Background: an optimization exercise with open tools, aiming at small area, a short achievable clock period and few clock cycles per item. Do not read the settings as production practice.
At most, simulation tests tie the RTL to the original design; equivalence was not proved.
Only the layout flow was run in runs 2 and 3; the RTL was not checked for function there.

==> flow/design.v (outline; a module is shown in full before it is edited, if it fits) <==
// module fmul_fa: 10 lines
// module fmul_ha: 9 lines
// module fmul_bsel: 10 lines
// module fmul_top: 1192 lines
module fmul_top (
  input  logic        clk,
  input  logic        rst_n,
  input  logic [31:0] op_a,
  input  logic [31:0] op_b,
  input  logic        start,
  input  logic        ready_in,
  output logic        valid_out,
  output logic        ready_out,
  output logic [31:0] result,
  output logic [3:0]  flags
);
  // ...
==> flow/run.sh <==
#!/bin/bash
# synth_recipe.tcl (not shown) runs the flow's synth.tcl, then flattens the netlist and writes it again
# the make line also repeats each setting of config.mk as NAME=value (left out here)
make -C /OpenROAD-flow-scripts/flow DESIGN_CONFIG=/design/flow/config.mk WORK_HOME=/design/flow/orfs CLKGATE_MAP_FILE= SYNTH_SCRIPT=/design/flow/synth_recipe.tcl finish
==> flow/config.mk <==
export PLATFORM = sky130hd
export DESIGN_NAME = fmul_top
export DESIGN_NICKNAME = fmul_top
export VERILOG_FILES = /design/flow/design.v
export SDC_FILE = /design/flow/constraint.sdc
export NUM_CORES = 4
export LEC_CHECK = 0
export ABC_CLOCK_PERIOD_IN_PS = 3500
export CAP_MARGIN = 20
export CORE_MARGIN = 2
export CORE_UTILIZATION = 40
export SETUP_SLACK_MARGIN = 4.3
export SLEW_MARGIN = 20
export SYNTH_HIERARCHICAL = 1
export SYNTH_MINIMUM_KEEP_SIZE = 0
==> flow/constraint.sdc <==
create_clock -name core_clock -period 8.0 [get_ports {clk}]
set_input_delay 1.6000 -clock core_clock [delete_from_list [all_inputs] [get_ports {clk}]]
set_output_delay 1.6000 -clock core_clock [all_outputs]
set_load 0.01 [all_outputs]
==> summary.md, run 1 <==
| Metric | Value |
|---|---|
| Clock slew at reported path FFs | 0.06 ns |
| Largest register FFs | 48 |
| Layout cells sized above 1 | around 43% |
| Top-area cell type share of the netlist area | 25.5% |
| Met2 Wirelength | about 40 mm |
| Core ar. | approximately 60000 um2 |
| Final hold vios | 0 |
| Synth Area in XOR/XNOR | 12.6% |
| CP Depth | 26 |
| Routing usage on met2 | 44.1% |
| Status | no timing/DRC/antenna violations |
| Setup bufs post-CTS | 178 |
| Routed WL per cell | around 26 um |
| Adder-Cell Fraction of Synth Area | ~27% |
| TNS Setup | 0 ns |
| Most frequent cells after synthesis | 308 x xnor2_1, 264 x a22oi_2, 256 x fa_1 |
| Boundary Pins | 106 |
| Vias/cell | roughly 6.1 |
| Initial antenna violation count | 1 |
| # DRC | 0 |
| Worst reg2reg setup slack | 1.69 ns |
| Comb_multi_in | roughly 1800 |
| Multi-input gate share of total cell area | 60.4% |
| Final core occ | a little over half |
| # clk buffers | 28 |
| Sequential area share after synthesis | roughly a quarter |
| RR Startpoint | b2_r1[4]$_DFFE_PP_ |
| Simple-Gate Fraction of Synth Area | about a tenth |
| Clk sinks | approximately 210 |
| Worst Skew | roughly 0.024 ns |
Testbench counts, summed over its fixed seeds: cycles 8,024, items 8,000.
==> run 2: changes to the inputs <==
--- a/flow/design.v
+++ b/flow/design.v
@@ -69,2 +69,14 @@
   assign s0_esum = {2'b00, ea} + {2'b00, eb} - 10'd127;
+  logic [25:0] s0_by;
+  logic [11:0] s0_bo, s0_bt;
+  logic [10:0] s0_bn;
+  assign s0_by = {1'b0, 1'b1, op_b[22:0], 1'b0};
+  always_comb begin
+    for (int j = 0; j < 12; j++) begin
+      s0_bo[j] = s0_by[2*j+1] ^ s0_by[2*j];
+      s0_bt[j] = (s0_by[2*j+2] & ~s0_by[2*j+1] & ~s0_by[2*j]) |
+                 (~s0_by[2*j+2] & s0_by[2*j+1] & s0_by[2*j]);
+    end
+    for (int j = 0; j < 11; j++) s0_bn[j] = s0_by[2*j+2];
+  end
   logic adv;
@@ -73,3 +85,5 @@
   assign ready_out = adv;
-  logic [22:0] b1_fa, b1_fb;
+  logic [22:0] b1_fa;
+  logic [11:0] b1_bo, b1_bt;
+  logic [10:0] b1_bn;
   logic [9:0]  b1_esum;
@@ -83,3 +97,5 @@
       b1_fa   <= op_a[22:0];
-      b1_fb   <= op_b[22:0];
+      b1_bo   <= s0_bo;
+      b1_bt   <= s0_bt;
+      b1_bn   <= s0_bn;
       b1_esum <= s0_esum;
@@ -91,4 +107,2 @@
   end
-  logic [25:0] by;
-  assign by = {1'b0, 1'b1, b1_fb, 1'b0};
   logic [24:0] bx1, bx2;
@@ -97,5 +111,49 @@
   logic bo0, bt0, bn0;
-  assign bo0 = by[1] ^ by[0];
-  assign bt0 = (by[2] & ~by[1] & ~by[0]) | (~by[2] & by[1] & by[0]);
-  assign bn0 = by[2];
+  assign bo0 = b1_bo[0];
+  assign bt0 = b1_bt[0];
+  assign bn0 = b1_bn[0];
+  logic bo1, bt1, bn1;
+  assign bo1 = b1_bo[1];
+  assign bt1 = b1_bt[1];
+  assign bn1 = b1_bn[1];
+  logic bo2, bt2, bn2;
+  assign bo2 = b1_bo[2];
+  assign bt2 = b1_bt[2];
+  assign bn2 = b1_bn[2];
+  logic bo3, bt3, bn3;
+  assign bo3 = b1_bo[3];
+  assign bt3 = b1_bt[3];
+  assign bn3 = b1_bn[3];
+  logic bo4, bt4, bn4;
+  assign bo4 = b1_bo[4];
+  assign bt4 = b1_bt[4];
+  assign bn4 = b1_bn[4];
+  logic bo5, bt5, bn5;
+  assign bo5 = b1_bo[5];
+  assign bt5 = b1_bt[5];
+  assign bn5 = b1_bn[5];
+  logic bo6, bt6, bn6;
+  assign bo6 = b1_bo[6];
+  assign bt6 = b1_bt[6];
+  assign bn6 = b1_bn[6];
+  logic bo7, bt7, bn7;
+  assign bo7 = b1_bo[7];
+  assign bt7 = b1_bt[7];
+  assign bn7 = b1_bn[7];
+  logic bo8, bt8, bn8;
+  assign bo8 = b1_bo[8];
+  assign bt8 = b1_bt[8];
+  assign bn8 = b1_bn[8];
+  logic bo9, bt9, bn9;
+  assign bo9 = b1_bo[9];
+  assign bt9 = b1_bt[9];
+  assign bn9 = b1_bn[9];
+  logic bo10, bt10, bn10;
+  assign bo10 = b1_bo[10];
+  assign bt10 = b1_bt[10];
+  assign bn10 = b1_bn[10];
+  logic bo11, bt11, bn11;
+  assign bo11 = b1_bo[11];
+  assign bt11 = b1_bt[11];
+  assign bn11 = 1'b1;
   logic [24:0] pp0;
@@ -126,6 +184,2 @@
   assign pp0[24] = ((bo0 & bx1[24]) | (bt0 & bx2[24])) ^ bn0;
-  logic bo1, bt1, bn1;
-  assign bo1 = by[3] ^ by[2];
-  assign bt1 = (by[4] & ~by[3] & ~by[2]) | (~by[4] & by[3] & by[2]);
-  assign bn1 = by[4];
   logic [24:0] pp1;
@@ -156,6 +210,2 @@
   assign pp1[24] = ((bo1 & bx1[24]) | (bt1 & bx2[24])) ^ bn1;
-  logic bo2, bt2, bn2;
-  assign bo2 = by[5] ^ by[4];
-  assign bt2 = (by[6] & ~by[5] & ~by[4]) | (~by[6] & by[5] & by[4]);
-  assign bn2 = by[6];
   logic [24:0] pp2;
@@ -186,6 +236,2 @@
   assign pp2[24] = ((bo2 & bx1[24]) | (bt2 & bx2[24])) ^ bn2;
-  logic bo3, bt3, bn3;
-  assign bo3 = by[7] ^ by[6];
-  assign bt3 = (by[8] & ~by[7] & ~by[6]) | (~by[8] & by[7] & by[6]);
-  assign bn3 = by[8];
   logic [24:0] pp3;
@@ -216,6 +262,2 @@
   assign pp3[24] = ((bo3 & bx1[24]) | (bt3 & bx2[24])) ^ bn3;
-  logic bo4, bt4, bn4;
-  assign bo4 = by[9] ^ by[8];
-  assign bt4 = (by[10] & ~by[9] & ~by[8]) | (~by[10] & by[9] & by[8]);
-  assign bn4 = by[10];
   logic [24:0] pp4;
@@ -246,6 +288,2 @@
   assign pp4[24] = ((bo4 & bx1[24]) | (bt4 & bx2[24])) ^ bn4;
-  logic bo5, bt5, bn5;
-  assign bo5 = by[11] ^ by[10];
-  assign bt5 = (by[12] & ~by[11] & ~by[10]) | (~by[12] & by[11] & by[10]);
-  assign bn5 = by[12];
   logic [24:0] pp5;
@@ -276,6 +314,2 @@
   assign pp5[24] = ((bo5 & bx1[24]) | (bt5 & bx2[24])) ^ bn5;
-  logic bo6, bt6, bn6;
-  assign bo6 = by[13] ^ by[12];
-  assign bt6 = (by[14] & ~by[13] & ~by[12]) | (~by[14] & by[13] & by[12]);
-  assign bn6 = by[14];
   logic [24:0] pp6;
@@ -306,6 +340,2 @@
   assign pp6[24] = ((bo6 & bx1[24]) | (bt6 & bx2[24])) ^ bn6;
-  logic bo7, bt7, bn7;
-  assign bo7 = by[15] ^ by[14];
-  assign bt7 = (by[16] & ~by[15] & ~by[14]) | (~by[16] & by[15] & by[14]);
-  assign bn7 = by[16];
   logic [24:0] pp7;
@@ -336,6 +366,2 @@
   assign pp7[24] = ((bo7 & bx1[24]) | (bt7 & bx2[24])) ^ bn7;
-  logic bo8, bt8, bn8;
-  assign bo8 = by[17] ^ by[16];
-  assign bt8 = (by[18] & ~by[17] & ~by[16]) | (~by[18] & by[17] & by[16]);
-  assign bn8 = by[18];
   logic [24:0] pp8;
@@ -366,6 +392,2 @@
   assign pp8[24] = ((bo8 & bx1[24]) | (bt8 & bx2[24])) ^ bn8;
-  logic bo9, bt9, bn9;
-  assign bo9 = by[19] ^ by[18];
-  assign bt9 = (by[20] & ~by[19] & ~by[18]) | (~by[20] & by[19] & by[18]);
-  assign bn9 = by[20];
   logic [24:0] pp9;
@@ -396,6 +418,2 @@
   assign pp9[24] = ((bo9 & bx1[24]) | (bt9 & bx2[24])) ^ bn9;
-  logic bo10, bt10, bn10;
-  assign bo10 = by[21] ^ by[20];
-  assign bt10 = (by[22] & ~by[21] & ~by[20]) | (~by[22] & by[21] & by[20]);
-  assign bn10 = by[22];
   logic [24:0] pp10;
@@ -426,6 +444,2 @@
   assign pp10[24] = ((bo10 & bx1[24]) | (bt10 & bx2[24])) ^ bn10;
-  logic bo11, bt11, bn11;
-  assign bo11 = by[23] ^ by[22];
-  assign bt11 = (by[24] & ~by[23] & ~by[22]) | (~by[24] & by[23] & by[22]);
-  assign bn11 = by[24];
   logic [24:0] pp11;
@@ -1175,7 +1189,10 @@
   logic [47:0] prod;
-  logic        p47, g, st, rup, rc;
-  logic [23:0] kept;
-  logic [24:0] sr;
-  logic [9:0]  ee;
-  logic        of, uf, nx;
+  logic        p47;
+  logic [23:0] k1, k0, i1, i0;
+  logic        g1, g0, t1, t0, r1, r0, c1, c0;
+  logic [22:0] mant;
+  logic [9:0]  e0, e1, e2;
+  logic        of0, of1, of2, uf0, uf1, uf2;
+  logic        inc2, inc1, of, uf, nx;
+  logic [7:0]  ee;
   logic [31:0] s2_result;
@@ -1184,12 +1201,30 @@
   assign p47  = prod[47];
-  assign kept = p47 ? prod[47:24] : prod[46:23];
-  assign g    = p47 ? prod[23] : prod[22];
-  assign st   = (|prod[21:0]) | (p47 & prod[22]);
-  assign rup  = g & (st | kept[0]);
-  assign sr   = {1'b0, kept} + {24'd0, rup};
-  assign rc   = sr[24];
-  assign ee   = b2_esum + {8'd0, p47} + {9'd0, rc};
-  assign of   = ~ee[9] & (ee[8] | (ee[7:0] == 8'hFF));
-  assign uf   = ee[9] | (ee == 10'd0);
-  assign nx   = g | st;
+  assign k1   = prod[47:24];
+  assign g1   = prod[23];
+  assign t1   = |prod[22:0];
+  assign k0   = prod[46:23];
+  assign g0   = prod[22];
+  assign t0   = |prod[21:0];
+  assign r1   = g1 & (t1 | k1[0]);
+  assign r0   = g0 & (t0 | k0[0]);
+  assign i1   = k1 + 24'd1;
+  assign i0   = k0 + 24'd1;
+  assign c1   = r1 & (&k1);
+  assign c0   = r0 & (&k0);
+  assign mant = p47 ? (r1 ? i1[22:0] : k1[22:0]) : (r0 ? i0[22:0] : k0[22:0]);
+  assign nx   = p47 ? (g1 | t1) : (g0 | t0);
+  assign e0   = b2_esum;
+  assign e1   = b2_esum + 10'd1;
+  assign e2   = b2_esum + 10'd2;
+  assign of0  = ~e0[9] & (e0[8] | (&e0[7:0]));
+  assign of1  = ~e1[9] & (e1[8] | (&e1[7:0]));
+  assign of2  = ~e2[9] & (e2[8] | (&e2[7:0]));
+  assign uf0  = e0[9] | (e0 == 10'd0);
+  assign uf1  = e1[9] | (e1 == 10'd0);
+  assign uf2  = e2[9] | (e2 == 10'd0);
+  assign inc2 = p47 & c1;
+  assign inc1 = p47 ? ~c1 : c0;
+  assign of   = inc2 ? of2 : inc1 ? of1 : of0;
+  assign uf   = inc2 ? uf2 : inc1 ? uf1 : uf0;
+  assign ee   = inc2 ? e2[7:0] : inc1 ? e1[7:0] : e0[7:0];
   always_comb begin
@@ -1205,3 +1240,3 @@
     end else begin
-      s2_result = {b2_sign, ee[7:0], sr[22:0]};
+      s2_result = {b2_sign, ee, mant};
       s2_flags  = {3'b000, nx};
--- a/flow/config.mk
+++ b/flow/config.mk
@@ -11,3 +11,3 @@
 export CORE_UTILIZATION = 40
-export SETUP_SLACK_MARGIN = 4.3
+export SETUP_SLACK_MARGIN = 4.4
 export SLEW_MARGIN = 20
==> run 2 against run 1 <==
Net effect:
- area after synthesis up 4.3%
- register-to-register slack better by 2.0 ns
- flip-flop and latch count up 12
- maximum frequency up 47%
- clock skew down 0.010 ns
- worst hold slack better by 0.0037 ns
- first-iteration DRC count down 22%
- utilization down 3.4 points
==> summary.md, run 2 <==
| Metric | Value |
|---|---|
| Largest register FFs | 48 (unchanged) |
| Largest regs | b2_r0 x48, b2_r1 x47, h_result x32 (unchanged) |
| Most frequent cells after synthesis | 328 x xnor2_1, 265 x a22oi_2, 255 x fa_1 (was 308 x xnor2_1, 264 x a22oi_2, 256 x fa_1) |
| # nets final | 2909 (was 2953) |
| Worst-Margin Slew | 0.863 ns (was 0.821 ns) |
| CP Capture Type | flip-flop (unchanged) |
| Initial Util | 40.2% (was 40.3%) |
| Vias in the first global route | 20775 (was 21177) |
| Setup Viol. Count Final | 0 (unchanged) |
| Chip width | 255 um (was 250 um) |
| Fillers | 5466 (was 4990) |
| Hold Crit Class | flip-flop to flip-flop (unchanged) |
| Final hold vios | 0 (unchanged) |
| Clk sinks | 220 (was 208) |
| Crit path largest cell delay | 0.42 ns (was 0.47 ns) |
| Count leader, synth | xnor2_1 (unchanged) |
| WP data required | 8.34 ns (was 8.32 ns) |
| # port buffers | 105 (unchanged) |
| First DRT Iteration DRCs | 1298 (was 1663) |
| Mapped Cells | 2177 (was 2106) |
| CTS tree | yes (unchanged) |
| Most common cell after layout, fill and taps aside | xnor2_1 (was a22oi_2) |
| Cts hold-fix bufs | 0 (unchanged) |
| Worst slack, placed | 2.37 ns (was 0.798 ns) |
| Non-filler cells, final | 3340 (was 3324) |
| Layout cells sized above 1 | 34.7% (was 42.5%) |
| Dpl cells | 3163 (was 3014) |
| Worst Skew | 0.0139 ns (was 0.0239 ns) |
| Largest net degree at the start of global routing | 160 (unchanged) |
| Area contributors post-synth | edfxtp_1 26%, fa_1 20%, a22oi_2 13% (was edfxtp_1 25%, fa_1 21%, a22oi_2 14%) |
| Pins over their slew limit | 0 (unchanged) |
| Drt pass-1 iters | 9 (was 5) |
| Initial antenna violation count | 0 (was 1) |
| Routing usage on met2 | 42.2% (was 44.1%) |
| Grt ovf | 0 (unchanged) |
| # diodes | 0 (unchanged) |
| Layout area overhead | 27.4% (was 35.5%) |
| Final worst setup slack | 3.72 ns (was 1.69 ns) |
| Critical path arrival | 4.62 ns (was 6.63 ns) |
| Max Cap Viol | 0 (unchanged) |
| Period utilisation layout | 53.6% (was 78.8%) |
| Crit Path Max Fanout | 10 (was 5) |
| Status | no timing/DRC/antenna violations (unchanged) |
| Unrepaired setup endpoints after global routing | true (unchanged) |
| Kind of critical path | flip-flop to flip-flop (unchanged) |
| DIE AREA | 65100 um2 (was 62400 um2) |
| Main synth FF type | edfxtp_1 (unchanged) |
| Post-DP HPWL | 52.0 mm (was 52.5 mm) |
| Yosys warnings | 7 (unchanged) |
| First-pass GRT wire length | 125 mm (was 130 mm) |
| Synth cell types | 100 (was 94) |
| Rel. slew slack | 42.5% (was 45.3%) |
| # DRC | 0 (unchanged) |
| Core ar. | 62700 um2 (was 60000 um2) |
| Cell accounting for the most synthesized area | edfxtp_1 (unchanged) |
| Post-DRT Antenna Nets | 0 (unchanged) |
| Number of vias in the routed layout | 19905 (was 20249) |
| Top-area cell type share of the netlist area | 25.8% (was 25.5%) |
| Slowest cell on crit path | edfxtp_1 (was a2111o_1) |
| Nature of the critical path startpoint | flip-flop (unchanged) |
| TritonCTS Buffers | 27 (was 25) |
| Vias/cell | 5.96 (was 6.09) |
| Worst-path cell chain | ha_4, a21oi_1, o21a_1, o21a_1, o211ai_4, buf_4, a31oi_2, nor3b_1, a311oi_2, and4_4, a41o_4, mux2i_4, mux2i_4, buf_12, buf_4, nand2b_4, o21bai_1 |
| Synth Register Bits | 220 (was 208) |
| FMAX | 233 MHz (was 159 MHz) |
| Met1 GRT Util | 32.8% (was 33.6%) |
| Cell Rows | 92 (was 90) |
| Routed WL per cell | 24.9 um (was 26.1 um) |
| Minimum clock period | 4.28 ns (was 6.31 ns) |
| Critical path buffers and inverters | 3 (unchanged) |
| Clock tree root buffer cell | clkbuf_16 (unchanged) |
| GPL Wtd Cong | 0.891 (was 0.906) |
| Boundary Pins | 106 (unchanged) |
| Hold Slack | 0.418 ns (was 0.415 ns) |
| TNS Setup | 0 ns (unchanged) |
| GRT Total Usage | 25.3% (was 27.2%) |
| CTS max path bufs | 3 (unchanged) |
| Die Y | 255 um (was 250 um) |
| Mapped cell area | 25200 um2 (was 24200 um2) |
| Post-synth EDFFs | 217 (was 205) |
| GRT busiest layer | met2 (unchanged) |
| Mean post-synth cell area | 11.6 um2 (was 11.5 um2) |
| Post-Route WL | 83.2 mm (was 86.8 mm) |
| Asr flop ratio synth | 1.36% (was 1.44%) |
| Clock Latency Late Sink | 0.59 ns (was 0.57 ns) |
| Sequential area share after synthesis | 26.1% (was 25.8%) |
| Largest Register | b2_r0 (unchanged) |
| Commonest non-fill, non-tap cells in the layout | 295 x xnor2_1, 266 x a22oi_2, 217 x edfxtp_1 (was 265 x a22oi_2, 248 x xnor2_1, 205 x edfxtp_1) |
| Delay-heaviest family, CP | compound AO/OA/AOI/OAI gates (was simple AND/OR/NAND/NOR gates) |
| H-tree depth | 1 (unchanged) |
| Clock slew at reported path FFs | 0.07 ns (was 0.06 ns) |
| Met3 Usage GRT | 4.43% (was 6.32%) |
-- run 2: logic make-up after synthesis --
family	synth area share, %
AO/OA/AOI/OAI	23.2
flip-flops	26.1
adder cells (fa/ha/maj)	25.7
buffers and inverters	2.21
AND/OR/NAND/NOR	9.04
other	0.0149
multiplexers	0.441
XOR/XNOR	13.3
-- run 2: repair_timing --
item | 4_1_cts | 5_1_grt
endpoints found under the setup margin | 72 | 75
gates resized for setup | 319 | 116
cloned | 16 | 7
buffers inserted | 61 | 45
pin swaps | 105 | 71
-- run 2: per-stage QoR --
stage               instance area [um2]  utilization [%]
finish                            32100             51.2
global route                      32100             51.2
global placement                  28000             44.7
CTS                               31100             49.6
floorplan                         25700                -
detailed placement                28000             44.7
-- run 2: layout make-up --
| cell class | count | area (um2) | share of cell area, % |
|---|---|---|---|
| Inverter | 82 | 313 | 0.973 |
| Sequential cell | 220 | 6590 | 20.5 |
| Tap cell | 846 | 1060 | 3.29 |
| Clock buffer | 30 | 687 | 2.14 |
| Timing Repair Buffer | 289 | 3420 | 10.6 |
| Multi-Input combinational cell | 1855 | 19900 | 61.9 |
| Clock inverter | 18 | 189 | 0.588 |
-- run 2: layer usage --
metal | wire length (um) | part of all wire [%]
met3 | 5740 | 6.9
met4 | 4140 | 5.0
met5 | 0 | 0
met1 | 34000 | 41
met2 | 39300 | 47
-- run 2: path summary, 6_finish.rpt --
kind	start	endpoint	slack, ns	depth (start not counted)
worst min register to register	b1_esum[3]$_DFFE_PP_	b2_esum[3]$_DFFE_PP_	0.42	0
worst max-delay path	b2_r0[12]$_DFFE_PP_	h_result[22]$_DFFE_PP_	3.72	17
worst min-delay path	b1_esum[3]$_DFFE_PP_	b2_esum[3]$_DFFE_PP_	0.42	0
min in group asynchronous	rst_n	vh$_DFFE_PN0P_	1.20	1
max in group asynchronous	rst_n	v2$_DFFE_PN0P_	6.66	1
worst max register to register	b2_r0[12]$_DFFE_PP_	h_result[22]$_DFFE_PP_	3.72	17
-- run 2: worst register-to-register path: cells and delay by family, from the launching register on --
family,cells,cell delay (ns)
compound gates,8,1.89
simple gates,3,0.57
buf+inv,3,0.44
flops,1,0.42
mux,2,0.36
fa+ha+maj,1,0.31
-- run 2: Yosys stat by module, one instance, submodules excluded --
| module | flip-flops and latches | copies in the design |
|---|---|---|
| fmul_bsel | 0 | 264 |
| fmul_fa | 0 | 254 |
| fmul_ha | 0 | 31 |
| fmul_top | 220 | 1 |
==> run 3: changes to the inputs <==
--- a/flow/config.mk
+++ b/flow/config.mk
@@ -11,3 +11,3 @@
 export CORE_UTILIZATION = 40
-export SETUP_SLACK_MARGIN = 4.4
+export SETUP_SLACK_MARGIN = 0
 export SLEW_MARGIN = 20
==> run 3 against run 2 <==
Net effect:
- still clean on timing, DRC and antenna
- maximum frequency shrank 25%
- highest routed layer unchanged
- utilization shrank 5.7 points
- first-iteration DRC count grew 8.8%
- clock skew grew 0.021 ns
- area after synthesis is the same
==> summary.md, run 3 <==
| Metric | Value |
|---|---|
| DIE AREA | 65100 um2 (unchanged) |
| # DRC | 0 (unchanged) |
| Hold Crit Class | flip-flop to flip-flop (unchanged) |
| Period utilisation layout | 71.2% (was 53.6%) |
| Largest regs | b2_r0 x48, b2_r1 x47, h_result x32 (unchanged) |
| Largest register FFs | 48 (unchanged) |
| Most frequent cells after synthesis | 328 x xnor2_1, 265 x a22oi_2, 255 x fa_1 (unchanged) |
| Vias/cell | 5.91 (was 5.96) |
| Non-filler cells, final | 3213 (was 3340) |
| Area of the multi-input gates | 18200 um2 (was 19900 um2) |
| Boundary Pins | 106 (unchanged) |
| Nature of the critical path startpoint | flip-flop (unchanged) |
| Delay-heaviest family, CP | simple AND/OR/NAND/NOR gates (was compound AO/OA/AOI/OAI gates) |
| Minimum clock period | 5.70 ns (was 4.28 ns) |
| Synth Register Bits | 220 (unchanged) |
| Cell Rows | 92 (unchanged) |
| Initial antenna violation count | 0 (unchanged) |
| Clock slew at reported path FFs | 0.06 ns (was 0.07 ns) |
| Post-DP HPWL | 51.5 mm (was 52.0 mm) |
| CTS tree | yes (unchanged) |
| CP Capture Type | flip-flop (unchanged) |
| Critical path buffers and inverters | 0 (was 3) |
| # diodes | 0 (unchanged) |
| Clk sinks | 220 (unchanged) |
| Unrepaired setup endpoints after global routing | false (was true) |
| # nets final | 2781 (was 2909) |
| GRT Total Usage | 23.3% (was 25.3%) |
| Core ar. | 62700 um2 (unchanged) |
| Die Y | 255 um (unchanged) |
| H-tree depth | 1 (unchanged) |
| Worst reg2reg setup slack | 2.30 ns (was 3.72 ns) |
| FMAX | 176 MHz (was 233 MHz) |
| Hold Path Depth | 0 (unchanged) |
| Kind of critical path | flip-flop to flip-flop (unchanged) |
| Area contributors post-synth | edfxtp_1 26%, fa_1 20%, a22oi_2 13% (unchanged) |
| Post-DRT Antenna Nets | 0 (unchanged) |
| Setup Viol. Count Final | 0 (unchanged) |
| Dpl cells | 3163 (unchanged) |
| Slowest cell on crit path | nor3_2 (was edfxtp_1) |
| Worst R2R Path Depth | 13 (was 17) |
| Drt pass-1 iters | 5 (was 9) |
| CTS max path bufs | 3 (unchanged) |
| RR Startpoint | b2_r1[8]$_DFFE_PP_ (was b2_r0[12]$_DFFE_PP_) |
| Crit path largest cell delay | 0.63 ns (was 0.42 ns) |
| Pins over their slew limit | 0 (unchanged) |
| Clock tree root buffer cell | clkbuf_16 (unchanged) |
| WP data required | 8.30 ns (was 8.34 ns) |
| Layout area overhead | 13.2% (was 27.4%) |
| Largest Register | b2_r0 (unchanged) |
| Grt ovf | 0 (unchanged) |
| Setup bufs post-CTS | 0 (was 61) |
| Synth cell types | 100 (unchanged) |
| Top-area cell type share of the netlist area | 25.8% (unchanged) |
| Worst hold start | b1_esum[3]$_DFFE_PP_ (unchanged) |
| Largest net degree at the start of global routing | 160 (unchanged) |
| Worst-Margin Slew | 0.880 ns (was 0.863 ns) |
| Post-synth EDFFs | 217 (unchanged) |
| TNS Setup | 0 ns (unchanged) |
| Hold Slack | 0.417 ns (was 0.418 ns) |
| Max Cap Viol | 0 (unchanged) |
| Mapped Cells | 2177 (unchanged) |
| Worst-path cell chain | ha_1, a21oi_1, o22ai_2, a2111oi_4, nor3_2, or3b_2, xor2_2, nand3_1, nor3_2, nand4_1, o211ai_4, nand2b_4, nor2_1 (was ha_4, a21oi_1, o21a_1, o21a_1, o211ai_4, buf_4, a31oi_2, nor3b_1, a311oi_2, and4_4, a41o_4, mux2i_4, mux2i_4, buf_12, buf_4, nand2b_4, o21bai_1) |
| First DRT Iteration DRCs | 1412 (was 1298) |
| Most common cell after layout, fill and taps aside | xnor2_1 (unchanged) |
| Chip width | 255 um (unchanged) |
| Main synth FF type | edfxtp_1 (unchanged) |
| Mean post-synth cell area | 11.6 um2 (unchanged) |
| Rel. slew slack | 41.3% (was 42.5%) |
| Final hold vios | 0 (unchanged) |
| # port buffers | 105 (unchanged) |
| Vias in the first global route | 19926 (was 20775) |
| Resize count post-CTS | 0 (was 319) |
| Mapped cell area | 25200 um2 (unchanged) |
| Fillers | 5777 (was 5466) |
| Most used cell, CP | nor3_2 |
| GPL Wtd Cong | 0.915 (was 0.891) |
| First-pass GRT wire length | 117 mm (was 125 mm) |
| Post-Route WL | 75.2 mm (was 83.2 mm) |
| Sequential area share after synthesis | 26.1% (unchanged) |
| Layout cells sized above 1 | 18.4% (was 34.7%) |
| Routed WL per cell | 23.4 um (was 24.9 um) |
| Worst Skew | 0.0350 ns (was 0.0139 ns) |
| Cell accounting for the most synthesized area | edfxtp_1 (unchanged) |
| Number of vias in the routed layout | 18980 (was 19905) |
| Status | no timing/DRC/antenna violations (unchanged) |
| Crit Path Max Fanout | 23 (was 10) |
| Cts hold-fix bufs | 0 (unchanged) |
| TritonCTS Buffers | 27 (unchanged) |
| Commonest non-fill, non-tap cells in the layout | 327 x xnor2_1, 265 x a22oi_2, 255 x fa_1 (was 295 x xnor2_1, 266 x a22oi_2, 217 x edfxtp_1) |
| Register Area | 6590 um2 (unchanged) |
| Initial Util | 40.2% (unchanged) |
| R2R Path End | h_result[0]$_SDFFCE_PP0P_ (was h_result[22]$_DFFE_PP_) |
| Clock Latency Late Sink | 0.60 ns (was 0.59 ns) |
| Critical path arrival | 6.00 ns (was 4.62 ns) |
| Count leader, synth | xnor2_1 (unchanged) |
| Hold Path Sink | b2_esum[3]$_DFFE_PP_ (unchanged) |
| Yosys warnings | 7 (unchanged) |
| Asr flop ratio synth | 1.36% (unchanged) |
| Final core occ | 45.5% (was 51.2%) |
-- run 3: cell counts after synthesis --
Identical to the previous run, type by type.
-- run 3: through the flow --
stage / setup slack, ns / instance area, um2
after floorplan: 1.99 / 25300
after global placement: 2.52 / 27700
after detailed placement: 2.37 / 27700
after CTS: 2.36 / 28500
after global routing: 1.81 / 28600
final: 2.30 / 28600
-- run 3: area by class of cell --
cell class	instances	share of cell area [%]
Clock inverter	18	0.661
Multi-Input combinational cell	1849	63.7
Timing Repair Buffer	167	5.38
Sequential cell	220	23.1
Clock buffer	31	2.42
Tap cell	846	3.71
Inverter	82	1.10
-- run 3: how the worst max path moves through the flow --
stage	from	end	slack, ns	depth (start not counted)
detailed placement	b2_r1[8]$_DFFE_PP_	h_result[0]$_SDFFCE_PP0P_	2.37	13
global route	b2_r0[20]$_DFFE_PP_	h_result[1]$_SDFFCE_PP0P_	1.81	13
finish	b2_r1[8]$_DFFE_PP_	h_result[0]$_SDFFCE_PP0P_	2.30	13
CTS	b2_r1[8]$_DFFE_PP_	h_result[0]$_SDFFCE_PP0P_	2.36	13
global placement	b2_r0[8]$_DFFE_PP_	h_result[22]$_DFFE_PP_	2.52	13
floorplan	ready_in	ready_out	1.99	1
-- run 3: worst reg2reg max path: stages, from the launching register on --
cell and delay (ns):
edfxtp_1 0.38, ha_1 0.45, a21oi_1 0.32, o22ai_2 0.17
a2111oi_4 0.51, nor3_2 0.16, or3b_2 0.52, xor2_2 0.39
nand3_1 0.23, nor3_2 0.63, nand4_1 0.63, o211ai_4 0.48
nand2b_4 0.42, nor2_1 0.14
-- run 3: metal layers --
metal	GRT usage (%)	vias to the layer above	part of all wire [%]
li1	-	8459	-
met1	31.0	9603	43
met2	38.5	742	47
met3	3.96	176	7.0
met4	7.72	0	3.2
met5	0	-	0
-- run 3: logic make-up after synthesis --
kind of cell	share of synthesized area (%)
buf+inv	2.21
flops	26.1
simple gates	9.04
xor+xnor	13.3
mux	0.441
compound gates	23.2
fa+ha+maj	25.7
other cells	0.0149
-- run 3: modules after synthesis, one instance, submodules excluded --
| module | cell area (um2) | flip-flops and latches | copies in the design |
|---|---|---|---|
| fmul_bsel | 21.3 | 0 | 264 |
| fmul_ha | 12.5 | 0 | 31 |
| fmul_top | 14100 | 220 | 1 |
| fmul_fa | 20.0 | 0 | 254 |

port drivers added, routing unchanged:
The flow's constraints put no driver on any port. The routed layouts listed below were extracted and timed again, unchanged, in two steps.
Step 1 (the two cells are an assumption about what drives the block):
set clk [get_ports {clk}]
set_driving_cell -lib_cell sky130_fd_sc_hd__clkbuf_16 $clk
set_driving_cell -lib_cell sky130_fd_sc_hd__buf_2 [delete_from_list [all_inputs] $clk]
Step 2 adds t to the input delays and takes it off the output delays; t is the mean of the earliest and latest rising clock arrival at the registers after step 1. Input paths then give back, and output paths get back, about the clock's delay inside the block.
a / b / c = ideal ports / drivers / drivers and shift; a / b = the first two.
run	shift t [ns]	slack for setup (ns)	hold slack, ns	worst data-port slew with drivers (ns)
run 1	0.619	1.693 / 1.693 / 1.693	0.415 / 0.415 / 0.415	0.04
run 2	0.653	3.715 / 3.715 / 3.715	0.418 / 0.418 / 0.418	0.06
run 3	0.642	2.303 / 2.303 / 2.303	0.417 / 0.417 / 0.417	0.04
After both steps setup and hold are still met in every run listed.
